From an optimization exercise on the open Yosys and OpenROAD flow, aimed at small area, a short achievable clock period and few clock cycles; shortcuts taken in it are not production practice. Function was checked by simulation only, so behaviour that the tests miss may differ from the original.

==> config.mk <==
export PLATFORM = sky130hd
export DESIGN_NAME = poker_table
export DESIGN_NICKNAME = poker_table
export VERILOG_FILES = /design/flow/design.v
export SDC_FILE = /design/flow/constraint.sdc
export NUM_CORES = 4
export LEC_CHECK = 0
export CAP_MARGIN = 20
export CORE_MARGIN = 2
export CORE_UTILIZATION = 40
export SLEW_MARGIN = 20
==> constraint.sdc <==
create_clock -name core_clock -period 14.0 [get_ports {clock}]
set_input_delay 2.8000 -clock core_clock [delete_from_list [all_inputs] [get_ports {clock}]]
set_output_delay 2.8000 -clock core_clock [all_outputs]
set_load 0.01 [all_outputs]
==> design.v <==
`default_nettype none
package poker_money_pkg;
	typedef logic [14:0] chip_t;	 
	typedef logic seat_t;	 
	localparam chip_t SMALL_BLIND = 15'd100;
	localparam chip_t BIG_BLIND = 15'd200;
endpackage
`default_nettype wire
`default_nettype none
package poker_flow_pkg;
	typedef enum logic [2:0] {
		ACT_CHECK = 3'd0,
		ACT_CALL = 3'd1,
		ACT_RAISE_2BB = 3'd2,
		ACT_RAISE_4BB = 3'd3,
		ACT_RAISE_6BB = 3'd4,
		ACT_ALL_IN = 3'd5,
		ACT_FOLD = 3'd6
	} action_t;
	typedef enum logic [2:0] {
		ST_PREFLOP = 3'd0,
		ST_FLOP = 3'd1,
		ST_TURN = 3'd2,
		ST_RIVER = 3'd3,
		ST_SHOWDOWN = 3'd4
	} street_t;
	typedef enum logic [1:0] {
		WIN_TIE = 2'd0,
		WIN_SEAT0 = 2'd1,
		WIN_SEAT1 = 2'd2
	} winner_t;
	typedef enum logic [3:0] {
		CS_IDLE,
		CS_RESET,
		CS_NEW_HAND,
		CS_BLINDS,
		CS_WAIT_ACTION,
		CS_APPLY,
		CS_STREET_END,
		CS_SHOWDOWN,
		CS_AWARD,
		CS_HAND_DONE,
		CS_MATCH_OVER
	} ctrl_state_t;
endpackage
`default_nettype wire
`timescale 1ns/1ps
`default_nettype none
module chip_bank
#(
	parameter poker_money_pkg::chip_t START_CHIPS = 15'd2000
)
(
	input logic clock,
	input logic resetn,
	input logic reset_chips,	 
	input logic post_blinds,
	input poker_money_pkg::seat_t big_blind_seat,
	input logic add_bet,
	input poker_money_pkg::seat_t bet_seat,
	input poker_money_pkg::chip_t bet_amount,
	input logic collect,	 
	input logic award,
	input poker_flow_pkg::winner_t award_result,
	output poker_money_pkg::chip_t stack0,
	output poker_money_pkg::chip_t stack1,
	output poker_money_pkg::chip_t bet0,
	output poker_money_pkg::chip_t bet1,
	output poker_money_pkg::chip_t pot
);
	poker_money_pkg::chip_t big_stack, small_stack;	 
	poker_money_pkg::chip_t big_post, small_post;	 
	poker_money_pkg::chip_t blind0, blind1;	 
	poker_money_pkg::chip_t total;	 
	poker_money_pkg::chip_t half;	 
	assign big_stack = big_blind_seat ? stack1 : stack0;
	assign small_stack = big_blind_seat ? stack0 : stack1;
	assign big_post = (big_stack < poker_money_pkg::BIG_BLIND) ? big_stack : poker_money_pkg::BIG_BLIND;
	assign small_post = (small_stack < poker_money_pkg::SMALL_BLIND) ? small_stack : poker_money_pkg::SMALL_BLIND;
	assign blind0 = big_blind_seat ? small_post : big_post;
	assign blind1 = big_blind_seat ? big_post : small_post;
	assign total = pot + bet0 + bet1;
	assign half = total >> 1;	 
	always_ff @(posedge clock)
	begin
		if (!resetn)	 
		begin
			stack0 <= '0;
			stack1 <= '0;
			bet0 <= '0;
			bet1 <= '0;
			pot <= '0;
		end
		else if (reset_chips)
		begin
			stack0 <= START_CHIPS;
			stack1 <= START_CHIPS;
			bet0 <= '0;
			bet1 <= '0;
			pot <= '0;
		end
		else if (post_blinds)	 
		begin
			stack0 <= stack0 - blind0;
			stack1 <= stack1 - blind1;
			bet0 <= bet0 + blind0;
			bet1 <= bet1 + blind1;
		end
		else if (add_bet)	 
		begin
			if (bet_seat)
			begin
				stack1 <= stack1 - bet_amount;
				bet1 <= bet1 + bet_amount;
			end
			else
			begin
				stack0 <= stack0 - bet_amount;
				bet0 <= bet0 + bet_amount;
			end
		end
		else if (collect)
		begin
			pot <= total;
			bet0 <= '0;
			bet1 <= '0;
		end
		else if (award)	 
		begin
			pot <= '0;
			bet0 <= '0;
			bet1 <= '0;
			case (award_result)
				poker_flow_pkg::WIN_SEAT0: stack0 <= stack0 + total;
				poker_flow_pkg::WIN_SEAT1: stack1 <= stack1 + total;
				default:	 
				begin
					stack0 <= stack0 + (total - half);
					stack1 <= stack1 + half;
				end
			endcase
		end
	end
endmodule
`default_nettype wire
`timescale 1ns/1ps
`default_nettype none
module bet_sizer
(
	input poker_flow_pkg::action_t action,
	input poker_money_pkg::seat_t to_act,
	input poker_money_pkg::chip_t stack0,
	input poker_money_pkg::chip_t stack1,
	input poker_money_pkg::chip_t bet0,
	input poker_money_pkg::chip_t bet1,
	output poker_money_pkg::chip_t bet_amount,	 
	output logic raised	 
);
	poker_money_pkg::chip_t own_stack, own_bet, opp_stack, opp_bet;
	poker_money_pkg::chip_t own_total, opp_total, cap;	 
	poker_money_pkg::chip_t call_amount;
	poker_money_pkg::chip_t target;	 
	logic raise_ok;
	assign own_stack = to_act ? stack1 : stack0;
	assign own_bet = to_act ? bet1 : bet0;
	assign opp_stack = to_act ? stack0 : stack1;
	assign opp_bet = to_act ? bet0 : bet1;
	assign own_total = own_bet + own_stack;
	assign opp_total = opp_bet + opp_stack;
	assign cap = (own_total < opp_total) ? own_total : opp_total;
	assign call_amount = (opp_bet <= own_bet) ? '0 :
		((opp_bet - own_bet) < own_stack) ? (opp_bet - own_bet) : own_stack;
	always_comb
	begin
		case (action)
			poker_flow_pkg::ACT_RAISE_2BB: target = poker_money_pkg::chip_t'(2 * poker_money_pkg::BIG_BLIND);
			poker_flow_pkg::ACT_RAISE_4BB: target = poker_money_pkg::chip_t'(4 * poker_money_pkg::BIG_BLIND);
			poker_flow_pkg::ACT_RAISE_6BB: target = poker_money_pkg::chip_t'(6 * poker_money_pkg::BIG_BLIND);
			default: target = '0;
		endcase
	end
	assign raise_ok = (target > own_bet) && (target > opp_bet) &&
		(own_total >= target) && (opp_total >= target);
	always_comb
	begin
		bet_amount = call_amount;	 
		raised = 1'b0;
		case (action)
			poker_flow_pkg::ACT_RAISE_2BB, poker_flow_pkg::ACT_RAISE_4BB, poker_flow_pkg::ACT_RAISE_6BB:
				if (raise_ok)	 
				begin
					bet_amount = target - own_bet;
					raised = 1'b1;
				end
			poker_flow_pkg::ACT_ALL_IN:
			begin
				bet_amount = (cap > own_bet) ? (cap - own_bet) : '0;
				raised = (cap > opp_bet);
			end
			poker_flow_pkg::ACT_FOLD: bet_amount = '0;
			default: ;
		endcase
	end
endmodule
`default_nettype wire
`timescale 1ns/1ps
`default_nettype none
module turn_tracker
(
	input logic clock,
	input logic resetn,
	input logic new_hand,	 
	input logic new_street,
	input logic acted,
	input logic raised,
	output poker_money_pkg::seat_t big_blind_seat,
	output poker_flow_pkg::street_t street,
	output poker_money_pkg::seat_t to_act,
	output logic round_done	 
);
	logic [1:0] to_play;	 
	poker_money_pkg::seat_t other;
	assign other = ~to_act;
	assign round_done = ~to_play[other];
	always_ff @(posedge clock)
	begin
		if (!resetn)
		begin
			to_play <= 2'b00;
			street <= poker_flow_pkg::ST_PREFLOP;
			big_blind_seat <= 1'b0;	 
			to_act <= 1'b0;
		end
		else if (new_hand)
		begin
			big_blind_seat <= new_street ? 1'b0 : ~big_blind_seat;
			to_act <= big_blind_seat;	 
			to_play <= 2'b11;
			street <= poker_flow_pkg::ST_PREFLOP;
		end
		else if (new_street)	 
		begin
			to_act <= big_blind_seat;
			to_play <= 2'b11;
			if (street != poker_flow_pkg::ST_SHOWDOWN)
				street <= poker_flow_pkg::street_t'(street + 3'd1);
		end
		else if (acted)
		begin
			to_play[to_act] <= 1'b0;
			if (raised)
				to_play[other] <= 1'b1;
			if (raised || to_play[other])	 
				to_act <= other;
		end
	end
endmodule
`default_nettype wire
`timescale 1ns/1ps
`default_nettype none
module betting_control
(
	input logic clock,
	input logic resetn,
	input logic start,
	input logic action_valid,
	input poker_flow_pkg::action_t action,
	input logic showdown_valid,
	input poker_flow_pkg::winner_t showdown_winner,
	input logic raised,
	input logic round_done,
	input poker_flow_pkg::street_t street,
	input poker_money_pkg::seat_t to_act,
	input poker_money_pkg::chip_t stack0,
	input poker_money_pkg::chip_t stack1,
	output logic action_ready,
	output logic showdown_ready,
	output logic reset_chips,
	output logic post_blinds,
	output logic add_bet,
	output logic collect,
	output logic award,
	output poker_flow_pkg::winner_t award_result,
	output logic new_hand,
	output logic new_street,
	output logic acted,
	output logic hand_over,
	output logic match_over,
	output poker_money_pkg::seat_t match_winner
);
	poker_flow_pkg::ctrl_state_t state, next_state;
	poker_flow_pkg::winner_t result_q;	 
	logic empty_stack;
	logic take_action;	 
	logic take_result;	 
	logic is_fold;
	assign empty_stack = (stack0 == '0) || (stack1 == '0);
	assign take_action = action_ready && action_valid;
	assign take_result = showdown_ready && showdown_valid;
	assign is_fold = (action == poker_flow_pkg::ACT_FOLD);
	always_comb
	begin
		next_state = state;
		case (state)
			poker_flow_pkg::CS_IDLE, poker_flow_pkg::CS_MATCH_OVER:
				if (start)
					next_state = poker_flow_pkg::CS_RESET;
			poker_flow_pkg::CS_RESET: next_state = poker_flow_pkg::CS_NEW_HAND;
			poker_flow_pkg::CS_NEW_HAND: next_state = empty_stack ? poker_flow_pkg::CS_MATCH_OVER : poker_flow_pkg::CS_BLINDS;
			poker_flow_pkg::CS_BLINDS: next_state = poker_flow_pkg::CS_WAIT_ACTION;
			poker_flow_pkg::CS_WAIT_ACTION:
				if (take_action)
				begin
					if (is_fold)
						next_state = poker_flow_pkg::CS_AWARD;
					else if (round_done && !raised)	 
						next_state = poker_flow_pkg::CS_STREET_END;
					else
						next_state = poker_flow_pkg::CS_APPLY;
				end
			poker_flow_pkg::CS_APPLY: next_state = poker_flow_pkg::CS_WAIT_ACTION;	 
			poker_flow_pkg::CS_STREET_END: next_state = (street == poker_flow_pkg::ST_RIVER) ? poker_flow_pkg::CS_SHOWDOWN : poker_flow_pkg::CS_WAIT_ACTION;
			poker_flow_pkg::CS_SHOWDOWN:
				if (take_result)
					next_state = poker_flow_pkg::CS_AWARD;
			poker_flow_pkg::CS_AWARD: next_state = poker_flow_pkg::CS_HAND_DONE;
			poker_flow_pkg::CS_HAND_DONE: next_state = poker_flow_pkg::CS_NEW_HAND;
			default: next_state = poker_flow_pkg::CS_IDLE;
		endcase
	end
	always_ff @(posedge clock)
	begin
		if (!resetn)
		begin
			state <= poker_flow_pkg::CS_IDLE;
			result_q <= poker_flow_pkg::WIN_TIE;
			match_winner <= 1'b0;
		end
		else
		begin
			state <= next_state;
			if (take_action && is_fold)	 
				result_q <= to_act ? poker_flow_pkg::WIN_SEAT0 : poker_flow_pkg::WIN_SEAT1;
			else if (take_result)
				result_q <= showdown_winner;
			if (state == poker_flow_pkg::CS_NEW_HAND && empty_stack)
				match_winner <= poker_money_pkg::seat_t'(stack0 == '0);	 
		end
	end
	assign action_ready = (state == poker_flow_pkg::CS_WAIT_ACTION);
	assign showdown_ready = (state == poker_flow_pkg::CS_SHOWDOWN);
	assign reset_chips = (state == poker_flow_pkg::CS_RESET);
	assign post_blinds = (state == poker_flow_pkg::CS_BLINDS);
	assign add_bet = take_action && !is_fold;
	assign collect = (state == poker_flow_pkg::CS_STREET_END);
	assign award = (state == poker_flow_pkg::CS_AWARD);
	assign award_result = result_q;
	assign new_hand = (state == poker_flow_pkg::CS_RESET) || (state == poker_flow_pkg::CS_NEW_HAND && !empty_stack);
	assign new_street = (state == poker_flow_pkg::CS_RESET) || (state == poker_flow_pkg::CS_STREET_END);
	assign acted = take_action && !is_fold;
	assign hand_over = (state == poker_flow_pkg::CS_HAND_DONE);
	assign match_over = (state == poker_flow_pkg::CS_MATCH_OVER);
endmodule
`default_nettype wire
`timescale 1ns/1ps
`default_nettype none
module poker_table
#(
	parameter poker_money_pkg::chip_t START_CHIPS = 15'd2000
)
(
	input logic clock,
	input logic resetn,
	input logic start,
	input logic action_valid,
	input poker_flow_pkg::action_t action,
	input logic showdown_valid,
	input poker_flow_pkg::winner_t showdown_winner,
	output logic action_ready,
	output logic showdown_ready,
	output poker_money_pkg::seat_t to_act,
	output poker_flow_pkg::street_t street,
	output poker_money_pkg::chip_t stack0,
	output poker_money_pkg::chip_t stack1,
	output poker_money_pkg::chip_t bet0,
	output poker_money_pkg::chip_t bet1,
	output poker_money_pkg::chip_t pot,
	output logic hand_over,
	output logic match_over,
	output poker_money_pkg::seat_t match_winner
);
	logic reset_chips, post_blinds, add_bet, collect, award;	 
	logic new_hand, new_street, acted;	 
	logic raised, round_done;
	poker_flow_pkg::winner_t award_result;
	poker_money_pkg::chip_t bet_amount;
	poker_money_pkg::seat_t big_blind_seat;
	betting_control u_control (
		.clock(clock), .resetn(resetn), .start(start),
		.action_valid(action_valid), .action(action),
		.showdown_valid(showdown_valid), .showdown_winner(showdown_winner),
		.raised(raised), .round_done(round_done), .street(street), .to_act(to_act),
		.stack0(stack0), .stack1(stack1),
		.action_ready(action_ready), .showdown_ready(showdown_ready),
		.reset_chips(reset_chips), .post_blinds(post_blinds), .add_bet(add_bet),
		.collect(collect), .award(award), .award_result(award_result),
		.new_hand(new_hand), .new_street(new_street), .acted(acted),
		.hand_over(hand_over), .match_over(match_over), .match_winner(match_winner)
	);
	chip_bank #(.START_CHIPS(START_CHIPS)) u_bank (
		.clock(clock), .resetn(resetn), .reset_chips(reset_chips),
		.post_blinds(post_blinds), .big_blind_seat(big_blind_seat),
		.add_bet(add_bet), .bet_seat(to_act), .bet_amount(bet_amount),	 
		.collect(collect), .award(award), .award_result(award_result),
		.stack0(stack0), .stack1(stack1), .bet0(bet0), .bet1(bet1), .pot(pot)
	);
	bet_sizer u_sizer (
		.action(action), .to_act(to_act),
		.stack0(stack0), .stack1(stack1), .bet0(bet0), .bet1(bet1),
		.bet_amount(bet_amount), .raised(raised)
	);
	turn_tracker u_turn (
		.clock(clock), .resetn(resetn),
		.new_hand(new_hand), .new_street(new_street), .acted(acted), .raised(raised),
		.big_blind_seat(big_blind_seat), .street(street), .to_act(to_act),
		.round_done(round_done)
	);
endmodule
`default_nettype wire
==> run.sh <==
#!/bin/bash
# synth_recipe.tcl (not shown) runs the flow's synth.tcl, then flattens the netlist and writes it again
# the make line also repeats each setting of config.mk as NAME=value (left out here)
make -C /OpenROAD-flow-scripts/flow DESIGN_CONFIG=/design/flow/config.mk WORK_HOME=/design/flow/orfs CLKGATE_MAP_FILE= SYNTH_SCRIPT=/design/flow/synth_recipe.tcl finish
==> results_tabular.tex <==
\begin{tabular}{lr}
\hline
Metric & Value \\
\hline
\multicolumn{2}{l}{\textbf{Global routing}} \\
\quad Via count of the first global-routing pass & about 18000 \\
\quad Overall fraction of global-route tracks in use & between 20 and 30\% \\
\quad Total grt overflow & 0 \\
\quad Antenna violations before repair & 0 \\
\quad First-pass GRT wire length & between 100 and 150 mm \\
\quad Pin count of the biggest net entering global routing & 65 \\
\multicolumn{2}{l}{\textbf{Critical path}} \\
\quad CP Data Required Time & about 14000 ps \\
\quad Critical path's largest stage delay & approximately 840 ps \\
\quad Crit-path slowest cell & sky130\_fd\_sc\_hd\_\_dfxtp\_4 \\
\quad Arrival @ worst endpoint & between 10000 and 15000 ps \\
\quad Worst Setup Path Type & register to register \\
\quad Worst setup EP type & register \\
\quad Reg-to-reg startpoint & u\_turn.to\_act \\
\quad WP depth & 43 \\
\quad Capturing instance or port of the critical path & u\_bank.stack1[14] \\
\quad Most frequent CP cell & sky130\_fd\_sc\_hd\_\_o21ai\_0 \\
\quad Cell family with most CP delay & compound AO/OA/AOI/OAI gates \\
\quad R2R depth & 43 \\
\quad Category of the worst setup path launch point & register \\
\quad Number of buffers and inverters on the critical path & 4 \\
\quad R2r endpoint & u\_bank.stack1[14] \\
\quad Worst-path maximum fanout & 64 \\
\quad Flop-to-flop setup slack & $\sim$1700 ps \\
\quad Critical Path Start & u\_turn.to\_act \\
\multicolumn{2}{l}{\textbf{Final layout}} \\
\quad Final instance area & 19600 um\^{}2 \\
\quad Layout overhead on the synthesized area & 11.3\% \\
\quad Number of antenna cells inserted & 0 \\
\quad Proportion of layout cells with a drive suffix above 1 & under 10\% \\
\quad Most frequent cells in the layout & 257 x sky130\_fd\_sc\_hd\_\_ha\_1, 227 x sky130\_fd\_sc\_hd\_\_nor2\_1, 213 x sky130\_fd\_sc\_hd\_\_inv\_1 \\
\quad Filler instances & between 4000 and 5000 \\
\quad Nets & 2776 \\
\quad Most common library cell in the layout ignoring fill and taps & sky130\_fd\_sc\_hd\_\_ha\_1 \\
\multicolumn{2}{l}{\textbf{Die}} \\
\quad Core footprint & approximately 43000 um\^{}2 \\
\quad Horizontal extent of the die & 214 um \\
\quad Total number of placement rows & 76 \\
\quad Number of primary I/O pins & 94 \\
\quad Starting density of the core & approximately 41\% \\
\quad Die footprint & around 46000 um\^{}2 \\
\quad Die height & between 200 and 250 um \\
\multicolumn{2}{l}{\textbf{Routing}} \\
\quad Detail-routed net length per standard cell & about 23 um \\
\quad Remaining DRCs & 0 \\
\quad Via density & 6.08 \\
\quad Wire length after detailed routing & between 60 and 70 mm \\
\quad Initial DRC count & around 1800 \\
\quad Router iterations before antenna repair & 5 \\
\quad Total vias in the final route & about 19000 \\
\quad Post-route ant nets & 0 \\
\multicolumn{2}{l}{\textbf{Place}} \\
\quad I/O Buffers & 93 \\
\quad Routability congestion estimate & between 1 and 1.5 \\
\quad Cell area reported after detailed placement & about 19000 um\^{}2 \\
\quad Setup slack at placement & around 2000 ps \\
\quad Final HPWL from detailed placement & around 56 mm \\
\multicolumn{2}{l}{\textbf{Status}} \\
\quad Result of the run & complete, no violations \\
\multicolumn{2}{l}{\textbf{Timing}} \\
\quad Final Hold Vio Count & 0 \\
\quad Clock period minus worst slack & approximately 12000 ps \\
\quad Relative slew margins & between 20 and 30\% \\
\quad Clock tree skew after final layout & 13.1 ps \\
\quad Final period util & between 80\% and 90\% \\
\quad Unrepaired setup endpoints after global routing & false \\
\quad Highest achievable clock rate & 81.5 MHz \\
\quad Worst Tran Pin Value & about 1100 ps \\
\quad WHS & roughly 470 ps \\
\quad Setup-violating endpoint count in the final report & 0 \\
\quad Max-slew violations & 0 \\
\quad Setup WS post-layout & 1740 ps \\
\quad Setup tns final & 0 ps \\
\multicolumn{2}{l}{\textbf{Clocking}} \\
\quad H-Tree Level Count & 3 \\
\quad Number of buffers inserted to repair setup after CTS & 0 \\
\quad \# hold bufs at CTS & 0 \\
\quad Clock-pin slew of the registers on the worst-case setup and hold paths & 70 ps \\
\quad CTS Buffer Depth & 2 \\
\quad Clock tree from TritonCTS & done \\
\quad Clock sink count & 89 \\
\quad Master cell of the clock root buffer & sky130\_fd\_sc\_hd\_\_clkbuf\_16 \\
\quad TritonCTS Buffers & 9 \\
\quad CTS-repair resized insts & 0 \\
\quad Insertion delay of the later-clocked pin in the worst-skew pair & roughly 380 ps \\
\multicolumn{2}{l}{\textbf{Logic synthesis}} \\
\quad Number of synthesized flops with an enable pin & 0 \\
\quad Total number of yosys warnings & 4 \\
\quad Post-synth ARST share & 0\% \\
\quad Synth Cell Area & $\sim$18000 um\^{}2 \\
\quad Flip-flop cell with the highest count after synthesis & sky130\_fd\_sc\_hd\_\_dfxtp\_1 \\
\quad Avg Cell Area, Syn & approximately 7.4 um\^{}2 \\
\quad Mapped Cells & 2397 \\
\quad Register bit total from synthesis & between 80 and 90 \\
\quad Share of synthesized area occupied by flip-flops and latches & about 10\% \\
\quad Count of unique library cells instantiated by Yosys & between 90 and 100 \\
\multicolumn{2}{l}{\textbf{Hold path}} \\
\quad Class of the tightest hold or removal check & register to register \\
\quad Worst hold path cell count & 2 \\
\multicolumn{2}{l}{\textbf{Job}} \\
\quad Maxcap violations & 0 \\
\hline
\end{tabular}
## layout make-up
type                            count  area [um^2]  share of cell area (%)
Multi-Input combinational cell   2024        14800                    75.4
Timing Repair Buffer              128         1190                    6.08
Sequential cell                    89         1790                    9.09
Clock buffer                       11          233                    1.19
Tap cell                          585          732                    3.73
Inverter                          217          815                    4.15
Clock inverter                      4         70.1                   0.357
## state kept, by name (all words and copies together), names as in the netlist
register and cells:
u_turn.big_blind_seat 1, u_control.result_q 2, u_bank.bet1 15, u_bank.bet0 15
u_bank.pot 15, u_turn.to_play 2, u_turn.to_act 1, u_control.match_winner 1
u_bank.stack1 15, u_control.state 4, u_turn.street 3, u_bank.stack0 15
## worst min-delay path: stages, from the launching register on
cell	delay (ps)
sky130_fd_sc_hd__dfxtp_1	320
sky130_fd_sc_hd__o41ai_1	60
sky130_fd_sc_hd__a21oi_1	50
## worst min path at each step
| stage | start | slack (ps) | to |
|---|---|---|---|
| 6_report | u_control.match_winner | 470 | u_control.match_winner |
| 5_1_grt | u_control.match_winner | 490 | u_control.match_winner |
| 4_1_cts | u_control.match_winner | 470 | u_control.match_winner |
| 3_5_place_dp | u_control.match_winner | 460 | u_control.match_winner |
| 3_3_place_gp | u_control.match_winner | 460 | u_control.match_winner |
| 2_1_floorplan | u_turn.to_play[1] | 470 | u_turn.to_play[1] |
## cells by family (layout without fill, tap and decap cells)
logic type	Yosys count	after routing	synth area share, %
AO/OA/AOI/OAI	760	760	28.8
XOR/XNOR	175	175	8.77
adder cells (fa/ha/maj)	299	299	22.9
buffers and inverters	300	360	6.55
flip-flops	89	89	10.1
multiplexers	68	68	4.07
other	2	18	0.0425
AND/OR/NAND/NOR	704	704	18.8
## layer usage
metal,up-vias,GRT usage (%),part of all wire [%]
li1,8829,-,-
met1,8911,38.1,43
met2,701,49.6,46
met3,161,2.65,5.7
met4,0,13.4,4.8
met5,-,0,0
## synth_stat cells (all sizes together), types with 6 or more instances
master,number,area [um^2]
o41ai,12,113
mux2i,41,414
a2111oi,8,83.8
dfxtp,89,1780
clkbuf,69,259
or2,8,50.1
nand2b,40,250
nor2,228,856
nor3b,7,52.6
a221o,6,60.1
nor3,82,420
o22ai,15,93.8
a21oi,207,1040
buf,14,82.6
xor2,56,505
o21a,37,278
mux2,27,304
ha,257,3220
nand4,14,87.6
a22oi,40,310
o311ai,7,68.8
a31oi,25,178
o211a,10,100
a211o,7,61.3
a311oi,6,52.6
o221ai,17,149
o2111ai,7,61.3
nor4,16,100
o21ai,146,753
inv,217,815
o31ai,13,97.6
nor2b,25,156
a21boi,21,158
o211ai,14,105
and2,18,113
xnor2,119,1040
and3,16,100
nand3,45,225
fa,40,801
a211oi,44,335
nand2,167,627
or3,20,125
a21o,53,398
o21bai,15,113
## per-stage QoR
step	instances	utilization (%)
2_1_floorplan	2413	-
3_3_place_gp	3043	44.6
3_5_place_dp	3043	44.6
4_1_cts	3058	45.3
5_1_grt	3058	45.3
6_report	3058	45.3
Testbench counts, summed over its fixed seeds: cycles 22,956.

==> separate check: timing with driven ports <==
No port has a modelled driver above. Below, the same layout with a new extraction and two added sets of constraints. Step 1 assumes that a clkbuf_16 drives the clock port and a buf_2 every other input. Step 2 times the ports against the registers' clock, not the clock port: input delays grow and output delays shrink by t, the midpoint of the rising clock arrivals with the driver on. Slacks: ideal / step 1 / step 2; pairs: ideal / step 1.
t, ns: 0.423
setup WS [ns]: 1.735 / 1.735 / 1.735
pins driven straight from the clock port: 1
After both steps setup and hold are still met in this run. The setup slack of this run moves by 0.000 ns with the drivers and by 0.000 ns with both steps.
